Source: an optimization exercise on an open RTL-to-GDS flow (aim: small area). Production flows keep margins and buffers that such runs may drop. Only simulation tests tie the RTL to the original design; equivalence was not proved. Power is estimated from default activity; no workload was simulated.

==> v33 <==
==> flow/design.v (excerpt) <==
module indexed_insert_delete_array (
  input  logic        clk_i,
  input  logic        rst_ni,
  input  logic        in_valid_i,
  output logic        in_stall_o,
  input  logic [2:0]  command_i,
  input  logic [4:0]  position_i,
  input  logic [31:0] element_i,
  output logic        out_valid_o,
  input  logic        out_stall_i,
  output logic [31:0] read_word_o,
  output logic        found_o,
  output logic [1:0]  status_o,
  output logic [4:0]  count_o
);
==> module indexed_insert_delete_array, before the edit <==
module indexed_insert_delete_array (
  input  logic        clk_i,
  input  logic        rst_ni,
  input  logic        in_valid_i,
  output logic        in_stall_o,
  input  logic [2:0]  command_i,
  input  logic [4:0]  position_i,
  input  logic [31:0] element_i,
  output logic        out_valid_o,
  input  logic        out_stall_i,
  output logic [31:0] read_word_o,
  output logic        found_o,
  output logic [1:0]  status_o,
  output logic [4:0]  count_o
);
  localparam logic [2:0] CMD_APPEND  = 3'd0;
  localparam logic [2:0] CMD_INSERT  = 3'd1;
  localparam logic [2:0] CMD_READ    = 3'd2;
  localparam logic [2:0] CMD_REMOVE  = 3'd3;
  localparam logic [2:0] CMD_REPLACE = 3'd4;
  logic        hold_q;
  logic        accept;
  logic [4:0]  used_q;
  logic [3:0]  slot_q [16];
  logic [31:0] word_q [16];
  logic [3:0]  rd_slot_q;
  logic        found_q;
  logic [1:0]  status_q;
  assign out_valid_o = hold_q;
  assign in_stall_o  = hold_q & out_stall_i;
  assign accept      = in_valid_i & ~in_stall_o;
  always_ff @(posedge clk_i or negedge rst_ni) begin
    if (!rst_ni) begin
      hold_q <= 1'b0;
    end else begin
      hold_q <= accept | (hold_q & out_stall_i);
    end
  end
  logic       full, pos_gt, pos_ge;
  logic       do_ins, do_rem, do_repl, hit;
  logic [1:0] status_d;
  logic [3:0] ins_pos;
  assign full   = used_q[4];
  assign pos_gt = position_i > used_q;
  assign pos_ge = position_i >= used_q;
  always_comb begin
    do_ins   = 1'b0;
    do_rem   = 1'b0;
    do_repl  = 1'b0;
    hit      = 1'b0;
    status_d = 2'd0;
    ins_pos  = position_i[3:0];
    case (command_i)
      CMD_APPEND: begin
        ins_pos = used_q[3:0];
        if (full) status_d = 2'd2;
        else      do_ins   = 1'b1;
      end
      CMD_INSERT: begin
        if (pos_gt)    status_d = 2'd1;
        else if (full) status_d = 2'd2;
        else           do_ins   = 1'b1;
      end
      CMD_READ: begin
        if (pos_ge) status_d = 2'd1;
        else        hit      = 1'b1;
      end
      CMD_REMOVE: begin
        if (pos_ge) status_d = 2'd1;
        else        do_rem   = 1'b1;
      end
      CMD_REPLACE: begin
        if (pos_ge) status_d = 2'd1;
        else        do_repl  = 1'b1;
      end
      default: ;
    endcase
  end
  logic [15:0] pos_oh;
  logic [3:0]  pos_slot;
  always_comb begin
    for (int i = 0; i < 16; i++) pos_oh[i] = position_i[3:0] == 4'(i);
  end
  for (genvar b = 0; b < 4; b++) begin : g_pos_slot
    logic [15:0] col;
    for (genvar i = 0; i < 16; i++) begin : g_col
      assign col[i] = slot_q[i][b];
    end
    iida_sel16 u_sel (.d(col), .sel(pos_oh), .y(pos_slot[b]));
  end
  always_ff @(posedge clk_i or negedge rst_ni) begin
    if (!rst_ni) begin
      used_q <= 5'd0;
    end else if (accept & do_ins) begin
      used_q <= used_q + 5'd1;
    end else if (accept & do_rem) begin
      used_q <= used_q - 5'd1;
    end
  end
  logic ins, rem;
  assign ins = accept & do_ins;
  assign rem = accept & do_rem;
  for (genvar i = 0; i < 16; i++) begin : g_map
    logic       su, sd, sn, h;
    logic [3:0] up, dn, nw, next;
    assign su = ins & (ins_pos < 4'(i));
    if (i < 15) begin : g_mid
      assign sd = rem & (position_i[3:0] <= 4'(i));
      assign sn = ins & (ins_pos == 4'(i));
      assign dn = slot_q[i+1];
      assign nw = slot_q[15];
    end else begin : g_last
      assign sd = 1'b0;
      assign sn = rem;
      assign dn = 4'd0;
      assign nw = pos_slot;
    end
    if (i > 0) begin : g_up
      assign up = slot_q[i-1];
    end else begin : g_up0
      assign up = 4'd0;
    end
    assign h = ~(su | sd | sn);
    for (genvar b = 0; b < 4; b++) begin : g_bit
      iida_sel4 u_sel (
        .up(up[b]), .su(su), .dn(dn[b]), .sd(sd), .nw(nw[b]), .sn(sn),
        .q(slot_q[i][b]), .h(h), .y(next[b])
      );
    end
    always_ff @(posedge clk_i or negedge rst_ni) begin
      if (!rst_ni) begin
        slot_q[i] <= 4'(i);
      end else begin
        slot_q[i] <= next;
      end
    end
  end
  logic [3:0] wr_slot;
  logic       wr_en;
  assign wr_slot = do_ins ? slot_q[15] : pos_slot;
  assign wr_en   = accept & (do_ins | do_repl);
  for (genvar s = 0; s < 16; s++) begin : g_word
    always_ff @(posedge clk_i) begin
      if (wr_en && (wr_slot == 4'(s))) begin
        word_q[s] <= element_i;
      end
    end
  end
  always_ff @(posedge clk_i) begin
    if (accept) begin
      rd_slot_q <= pos_slot;
      found_q   <= hit;
      status_q  <= status_d;
    end
  end
  logic [15:0] rd_oh;
  always_comb begin
    for (int s = 0; s < 16; s++) rd_oh[s] = found_q & (rd_slot_q == 4'(s));
  end
  for (genvar b = 0; b < 32; b++) begin : g_rd
    logic [15:0] col;
    for (genvar s = 0; s < 16; s++) begin : g_col
      assign col[s] = word_q[s][b];
    end
    iida_sel16 u_sel (.d(col), .sel(rd_oh), .y(read_word_o[b]));
  end
  assign found_o  = found_q;
  assign status_o = status_q;
  assign count_o  = used_q;
endmodule
==> module iida_aoi222, before the edit <==
module iida_aoi222 (
  input  logic a0, a1, b0, b1, c0, c1,
  output logic y
);
  assign y = ~((a0 & a1) | (b0 & b1) | (c0 & c1));
endmodule
==> module iida_nand2, before the edit <==
module iida_nand2 (
  input  logic a, b,
  output logic y
);
  assign y = ~(a & b);
endmodule
==> module iida_nand6, before the edit <==
module iida_nand6 (
  input  logic [5:0] n,
  output logic       y
);
  assign y = ~(&n);
endmodule
==> module iida_sel16, before the edit <==
module iida_sel16 (
  input  logic [15:0] d,
  input  logic [15:0] sel,
  output logic        y
);
  logic [5:0] n;
  iida_aoi222 u_0 (d[0],  sel[0],  d[1],  sel[1],  d[2],  sel[2],  n[0]);
  iida_aoi222 u_1 (d[3],  sel[3],  d[4],  sel[4],  d[5],  sel[5],  n[1]);
  iida_aoi222 u_2 (d[6],  sel[6],  d[7],  sel[7],  d[8],  sel[8],  n[2]);
  iida_aoi222 u_3 (d[9],  sel[9],  d[10], sel[10], d[11], sel[11], n[3]);
  iida_aoi222 u_4 (d[12], sel[12], d[13], sel[13], d[14], sel[14], n[4]);
  iida_nand2  u_5 (d[15], sel[15], n[5]);
  iida_nand6  u_o (n, y);
endmodule
==> module iida_sel4, before the edit <==
module iida_sel4 (
  input  logic up, su, dn, sd, nw, sn, q, h,
  output logic y
);
  logic n0, n1;
  iida_aoi222 u_0 (up, su, dn, sd, nw, sn, n0);
  iida_nand2  u_1 (q, h, n1);
  iida_nand2  u_o (n0, n1, y);
endmodule
clock: 5.0 ns
lec_check: 0
cap_margin: 20
core_margin: 2
core_utilization: 30
slew_margin: 20
synth_hierarchical: 1
synth_minimum_keep_size: 0
run.sh (not shown) runs the stock make flow with config.mk's settings and CLKGATE_MAP_FILE= SYNTH_SCRIPT=/design/flow/synth_recipe.tcl, a recipe that flattens the netlist after the stock synthesis.
==> inputs of v9, as changes to v33 <==
--- a/flow/design.v
+++ b/flow/design.v
@@ -39,4 +39,12 @@
   iida_nand2  u_1 (q, h, n1);
   iida_nand2  u_o (n0, n1, y);
+endmodule
+module iida_sel3 (
+  input  logic a, sa, b, sb, q, h,
+  output logic y
+);
+  logic n0;
+  iida_aoi222 u_0 (a, sa, b, sb, q, h, n0);
+  assign y = ~n0;
 endmodule
 module indexed_insert_delete_array (
@@ -144,28 +152,36 @@
   for (genvar i = 0; i < 16; i++) begin : g_map
     logic       su, sd, sn, h;
-    logic [3:0] up, dn, nw, next;
-    assign su = ins & (ins_pos < 4'(i));
-    if (i < 15) begin : g_mid
+    logic [3:0] next;
+    if (i == 0) begin : g_first
+      assign sd = rem & (position_i[3:0] == 4'd0);
+      assign sn = ins & (ins_pos == 4'd0);
+      assign h  = ~(sd | sn);
+      for (genvar b = 0; b < 4; b++) begin : g_bit
+        iida_sel3 u_sel (
+          .a(slot_q[1][b]), .sa(sd), .b(slot_q[15][b]), .sb(sn),
+          .q(slot_q[0][b]), .h(h), .y(next[b])
+        );
+      end
+    end else if (i == 15) begin : g_last
+      assign su = ins & (ins_pos != 4'd15);
+      assign sn = rem;
+      assign h  = ~(su | sn);
+      for (genvar b = 0; b < 4; b++) begin : g_bit
+        iida_sel3 u_sel (
+          .a(slot_q[14][b]), .sa(su), .b(pos_slot[b]), .sb(sn),
+          .q(slot_q[15][b]), .h(h), .y(next[b])
+        );
+      end
+    end else begin : g_mid
+      assign su = ins & (ins_pos < 4'(i));
       assign sd = rem & (position_i[3:0] <= 4'(i));
       assign sn = ins & (ins_pos == 4'(i));
-      assign dn = slot_q[i+1];
-      assign nw = slot_q[15];
-    end else begin : g_last
-      assign sd = 1'b0;
-      assign sn = rem;
-      assign dn = 4'd0;
-      assign nw = pos_slot;
-    end
-    if (i > 0) begin : g_up
-      assign up = slot_q[i-1];
-    end else begin : g_up0
-      assign up = 4'd0;
-    end
-    assign h = ~(su | sd | sn);
-    for (genvar b = 0; b < 4; b++) begin : g_bit
-      iida_sel4 u_sel (
-        .up(up[b]), .su(su), .dn(dn[b]), .sd(sd), .nw(nw[b]), .sn(sn),
-        .q(slot_q[i][b]), .h(h), .y(next[b])
-      );
+      assign h  = ~(su | sd | sn);
+      for (genvar b = 0; b < 4; b++) begin : g_bit
+        iida_sel4 u_sel (
+          .up(slot_q[i-1][b]), .su(su), .dn(slot_q[i+1][b]), .sd(sd),
+          .nw(slot_q[15][b]), .sn(sn), .q(slot_q[i][b]), .h(h), .y(next[b])
+        );
+      end
     end
     always_ff @(posedge clk_i or negedge rst_ni) begin
==> flow/flow/run.sh (new file) <==
#!/bin/bash
set -euo pipefail
export BUFFER_PORTS_ARGS="-buffer_cell sky130_fd_sc_hd__buf_1"
bash standard.sh > standard.log 2>&1
==> flow/standard.sh (new file) <==
#!/bin/bash
# synth_recipe.tcl (not shown) runs the flow's synth.tcl, then flattens the netlist and writes it again
# the make line also repeats each setting of config.mk as NAME=value (left out here)
make -C /OpenROAD-flow-scripts/flow DESIGN_CONFIG=/design/flow/config.mk WORK_HOME=/design/flow/orfs CLKGATE_MAP_FILE= SYNTH_SCRIPT=/design/flow/synth_recipe.tcl "${@:-finish}"
CORE_UTILIZATION = 60   (was 30)
CTS_BUF_LIST = sky130_fd_sc_hd__clkbuf_8   (was not set)
CTS_CLUSTER_DIAMETER = 60   (was not set)
CTS_CLUSTER_SIZE = 16   (was not set)
removed: flow/run.sh
==> inputs of v16, as changes to v33 <==
==> flow/design.v (replaced) <==
module indexed_insert_delete_array (
  input  logic        clk_i,
  input  logic        rst_ni,
  input  logic        in_valid_i,
  output logic        in_stall_o,
  input  logic [2:0]  command_i,
  input  logic [4:0]  position_i,
  input  logic [31:0] element_i,
  output logic        out_valid_o,
  input  logic        out_stall_i,
  output logic [31:0] read_word_o,
  output logic        found_o,
  output logic [1:0]  status_o,
  output logic [4:0]  count_o
);
  localparam logic [2:0] CMD_APPEND  = 3'd0;
  localparam logic [2:0] CMD_INSERT  = 3'd1;
  localparam logic [2:0] CMD_READ    = 3'd2;
  localparam logic [2:0] CMD_REMOVE  = 3'd3;
  localparam logic [2:0] CMD_REPLACE = 3'd4;
  logic        hold_q;
  logic        accept;
  logic [4:0]  used_q;
  logic [3:0]  slot_q [16];
  logic [31:0] word_q [16];
  logic [3:0]  rd_slot_q;
  logic        found_q;
  logic [1:0]  status_q;
  assign out_valid_o = hold_q;
  assign in_stall_o  = hold_q & out_stall_i;
  assign accept      = in_valid_i & ~in_stall_o;
  always_ff @(posedge clk_i or negedge rst_ni) begin
    if (!rst_ni) begin
      hold_q <= 1'b0;
    end else begin
      hold_q <= accept | (hold_q & out_stall_i);
    end
  end
  logic       full, pos_gt, pos_ge;
  logic       do_ins, do_rem, do_repl, hit;
  logic [1:0] status_d;
  logic [3:0] ins_pos;
  logic [3:0] pos_slot;
  assign full   = used_q[4];
  assign pos_gt = position_i > used_q;
  assign pos_ge = position_i >= used_q;
  always_comb begin
    do_ins   = 1'b0;
    do_rem   = 1'b0;
    do_repl  = 1'b0;
    hit      = 1'b0;
    status_d = 2'd0;
    ins_pos  = position_i[3:0];
    case (command_i)
      CMD_APPEND: begin
        ins_pos = used_q[3:0];
        if (full) status_d = 2'd2;
        else      do_ins   = 1'b1;
      end
      CMD_INSERT: begin
        if (pos_gt)    status_d = 2'd1;
        else if (full) status_d = 2'd2;
        else           do_ins   = 1'b1;
      end
      CMD_READ: begin
        if (pos_ge) status_d = 2'd1;
        else        hit      = 1'b1;
      end
      CMD_REMOVE: begin
        if (pos_ge) status_d = 2'd1;
        else        do_rem   = 1'b1;
      end
      CMD_REPLACE: begin
        if (pos_ge) status_d = 2'd1;
        else        do_repl  = 1'b1;
      end
      default: ;
    endcase
  end
  assign pos_slot = slot_q[position_i[3:0]];
  always_ff @(posedge clk_i or negedge rst_ni) begin
    if (!rst_ni) begin
      used_q <= 5'd0;
    end else if (accept & do_ins) begin
      used_q <= used_q + 5'd1;
    end else if (accept & do_rem) begin
      used_q <= used_q - 5'd1;
    end
  end
  for (genvar i = 0; i < 16; i++) begin : g_map
    logic [3:0] next;
    always_comb begin
      next = slot_q[i];
      if (do_ins) begin
        if (ins_pos == 4'(i)) begin
          next = slot_q[15];
        end else if (ins_pos < 4'(i)) begin
          next = slot_q[(i + 15) % 16];
        end
      end else if (do_rem) begin
        if (i == 15) begin
          next = pos_slot;
        end else if (position_i[3:0] <= 4'(i)) begin
          next = slot_q[(i + 1) % 16];
        end
      end
    end
    always_ff @(posedge clk_i or negedge rst_ni) begin
      if (!rst_ni) begin
        slot_q[i] <= 4'(i);
      end else if (accept) begin
        slot_q[i] <= next;
      end
    end
  end
  logic [3:0] wr_slot;
  logic       wr_en;
  assign wr_slot = do_ins ? slot_q[15] : pos_slot;
  assign wr_en   = accept & (do_ins | do_repl);
  for (genvar s = 0; s < 16; s++) begin : g_word
    always_ff @(posedge clk_i) begin
      if (wr_en && (wr_slot == 4'(s))) begin
        word_q[s] <= element_i;
      end
    end
  end
  always_ff @(posedge clk_i) begin
    if (accept) begin
      rd_slot_q <= pos_slot;
      found_q   <= hit;
      status_q  <= status_d;
    end
  end
  assign read_word_o = found_q ? word_q[rd_slot_q] : 32'd0;
  assign found_o     = found_q;
  assign status_o    = status_q;
  assign count_o     = used_q;
endmodule
SYNTH_HIERARCHICAL = not set   (was 1)
SYNTH_MINIMUM_KEEP_SIZE = not set   (was 0)
==> inputs of v36, as changes to v33 <==
--- a/flow/design.v
+++ b/flow/design.v
@@ -11,9 +11,15 @@
   assign y = ~(a & b);
 endmodule
-module iida_nand6 (
-  input  logic [5:0] n,
-  output logic       y
-);
-  assign y = ~(&n);
+module iida_and3 (
+  input  logic a, b, c,
+  output logic y
+);
+  assign y = a & b & c;
+endmodule
+module iida_nand4 (
+  input  logic a, b, c, d,
+  output logic y
+);
+  assign y = ~(a & b & c & d);
 endmodule
 module iida_sel16 (
@@ -29,5 +35,7 @@
   iida_aoi222 u_4 (d[12], sel[12], d[13], sel[13], d[14], sel[14], n[4]);
   iida_nand2  u_5 (d[15], sel[15], n[5]);
-  iida_nand6  u_o (n, y);
+  logic       a;
+  iida_and3   u_a (n[0], n[1], n[2], a);
+  iida_nand4  u_o (a, n[3], n[4], n[5], y);
 endmodule
 module iida_sel4 (
@@ -39,4 +47,12 @@
   iida_nand2  u_1 (q, h, n1);
   iida_nand2  u_o (n0, n1, y);
+endmodule
+module iida_sel3 (
+  input  logic a, sa, b, sb, q, h,
+  output logic y
+);
+  logic n0;
+  iida_aoi222 u_0 (a, sa, b, sb, q, h, n0);
+  assign y = ~n0;
 endmodule
 module indexed_insert_delete_array (
@@ -144,28 +160,36 @@
   for (genvar i = 0; i < 16; i++) begin : g_map
     logic       su, sd, sn, h;
-    logic [3:0] up, dn, nw, next;
-    assign su = ins & (ins_pos < 4'(i));
-    if (i < 15) begin : g_mid
+    logic [3:0] next;
+    if (i == 0) begin : g_first
+      assign sd = rem & (position_i[3:0] == 4'd0);
+      assign sn = ins & (ins_pos == 4'd0);
+      assign h  = ~(sd | sn);
+      for (genvar b = 0; b < 4; b++) begin : g_bit
+        iida_sel3 u_sel (
+          .a(slot_q[1][b]), .sa(sd), .b(slot_q[15][b]), .sb(sn),
+          .q(slot_q[0][b]), .h(h), .y(next[b])
+        );
+      end
+    end else if (i == 15) begin : g_last
+      assign su = ins & (ins_pos != 4'd15);
+      assign sn = rem;
+      assign h  = ~(su | sn);
+      for (genvar b = 0; b < 4; b++) begin : g_bit
+        iida_sel3 u_sel (
+          .a(slot_q[14][b]), .sa(su), .b(pos_slot[b]), .sb(sn),
+          .q(slot_q[15][b]), .h(h), .y(next[b])
+        );
+      end
+    end else begin : g_mid
+      assign su = ins & (ins_pos < 4'(i));
       assign sd = rem & (position_i[3:0] <= 4'(i));
       assign sn = ins & (ins_pos == 4'(i));
-      assign dn = slot_q[i+1];
-      assign nw = slot_q[15];
-    end else begin : g_last
-      assign sd = 1'b0;
-      assign sn = rem;
-      assign dn = 4'd0;
-      assign nw = pos_slot;
-    end
-    if (i > 0) begin : g_up
-      assign up = slot_q[i-1];
-    end else begin : g_up0
-      assign up = 4'd0;
-    end
-    assign h = ~(su | sd | sn);
-    for (genvar b = 0; b < 4; b++) begin : g_bit
-      iida_sel4 u_sel (
-        .up(up[b]), .su(su), .dn(dn[b]), .sd(sd), .nw(nw[b]), .sn(sn),
-        .q(slot_q[i][b]), .h(h), .y(next[b])
-      );
+      assign h  = ~(su | sd | sn);
+      for (genvar b = 0; b < 4; b++) begin : g_bit
+        iida_sel4 u_sel (
+          .up(slot_q[i-1][b]), .su(su), .dn(slot_q[i+1][b]), .sd(sd),
+          .nw(slot_q[15][b]), .sn(sn), .q(slot_q[i][b]), .h(h), .y(next[b])
+        );
+      end
     end
     always_ff @(posedge clk_i or negedge rst_ni) begin
==> flow/flow/run.sh (new file) <==
#!/bin/bash
set -euo pipefail
export BUFFER_PORTS_ARGS="-buffer_cell sky130_fd_sc_hd__buf_1"
export RECOVER_POWER=100
export POST_GLOBAL_ROUTE_TCL="$PWD/flow/post_grt.tcl"
export CTS_ARGS="-sink_clustering_enable -repair_clock_nets -sink_clustering_size 16 -sink_clustering_max_diameter 60 -buf_list sky130_fd_sc_hd__clkbuf_8 -dont_use_dummy_load"
bash standard.sh > standard.log 2>&1
==> flow/flow/post_grt.tcl (new file) <==
# After ORFS's global-route step (which ends with power recovery, i.e.
# sizing down cells on paths with slack), fix any max slew/capacitance
# violation that the sizing left, then legalize and reroute the changed nets.
global_route -start_incremental
repair_design -slew_margin $::env(SLEW_MARGIN) -cap_margin $::env(CAP_MARGIN)
detailed_placement
global_route -end_incremental
estimate_parasitics -global_routing
puts "post_grt: slew violations [sta::max_slew_violation_count], cap violations [sta::max_capacitance_violation_count]"
report_worst_slack -max
report_worst_slack -min
==> flow/standard.sh (new file) <==
#!/bin/bash
# synth_recipe.tcl (not shown) runs the flow's synth.tcl, then flattens the netlist and writes it again
# the make line also repeats each setting of config.mk as NAME=value (left out here)
make -C /OpenROAD-flow-scripts/flow DESIGN_CONFIG=/design/flow/config.mk WORK_HOME=/design/flow/orfs CLKGATE_MAP_FILE= SYNTH_SCRIPT=/design/flow/synth_recipe.tcl "${@:-finish}"
CORE_UTILIZATION = 75   (was 30)
CTS_BUF_LIST = sky130_fd_sc_hd__clkbuf_8   (was not set)
CTS_CLUSTER_DIAMETER = 60   (was not set)
CTS_CLUSTER_SIZE = 16   (was not set)
PLACE_DENSITY = 0.85   (was not set)
removed: flow/run.sh
==> notes <==
Of v36 and v33, v36 has the higher critical path depth (gap 1).
First-iteration DRC count: v9 is lower than v33 (about 11%).
Synthesized area: v16 > v33 > v9 > v36.
Between v36 and v33, the lower non-clock buffer count is in v36 (gap 14).
Synthesized cell count is the same in v36 and v9.
Final cell count, lowest first: v36, v9, v33, v16.
Between v16 and v9, the lower core utilization is in v16 (gap 31 points).
Of v16 and v9, v16 has the higher power (gap 45%, measured against v9).
Via count, lowest first: v9, v33, v36, v16.
Against v33, the clock skew of v16 is higher by 0.020 ns.

==> separate check: timing with driven ports <==
No port has a modelled driver above. Below, the same layouts with a new extraction and two added sets of constraints. Step 1 assumes that a clkbuf_16 drives the clock port and a buf_2 every other input. Step 2 times the ports against the registers' clock, not the clock port: input delays grow and output delays shrink by t, the midpoint of the rising clock arrivals with the driver on. Slacks: no drivers / after step 1 / after step 2; pairs: no drivers / after step 1.
run	t (ns)	setup slack, ns	hold slack, ns	clock arrival spread, ns	worst slew at a driven data input, ns
v33	0.674	0.306 / 0.250 / 0.278	0.500 / 0.500 / 0.500	0.018 / 0.018	0.09
v9	0.680	0.624 / 0.575 / 0.480	0.427 / 0.404 / 0.502	0.047 / 0.046	0.06
v16	0.689	0.214 / 0.152 / 0.256	0.492 / 0.464 / 0.508	0.037 / 0.038	0.07
v36	0.613	0.319 / 0.270 / -0.160	0.261 / 0.234 / 0.501	0.061 / 0.060	0.06
With both steps, setup timing fails in v36, where it was met with ideal ports. The setup slack of v36, which loses most, moves by -0.049 ns with the drivers and by -0.479 ns with both steps.
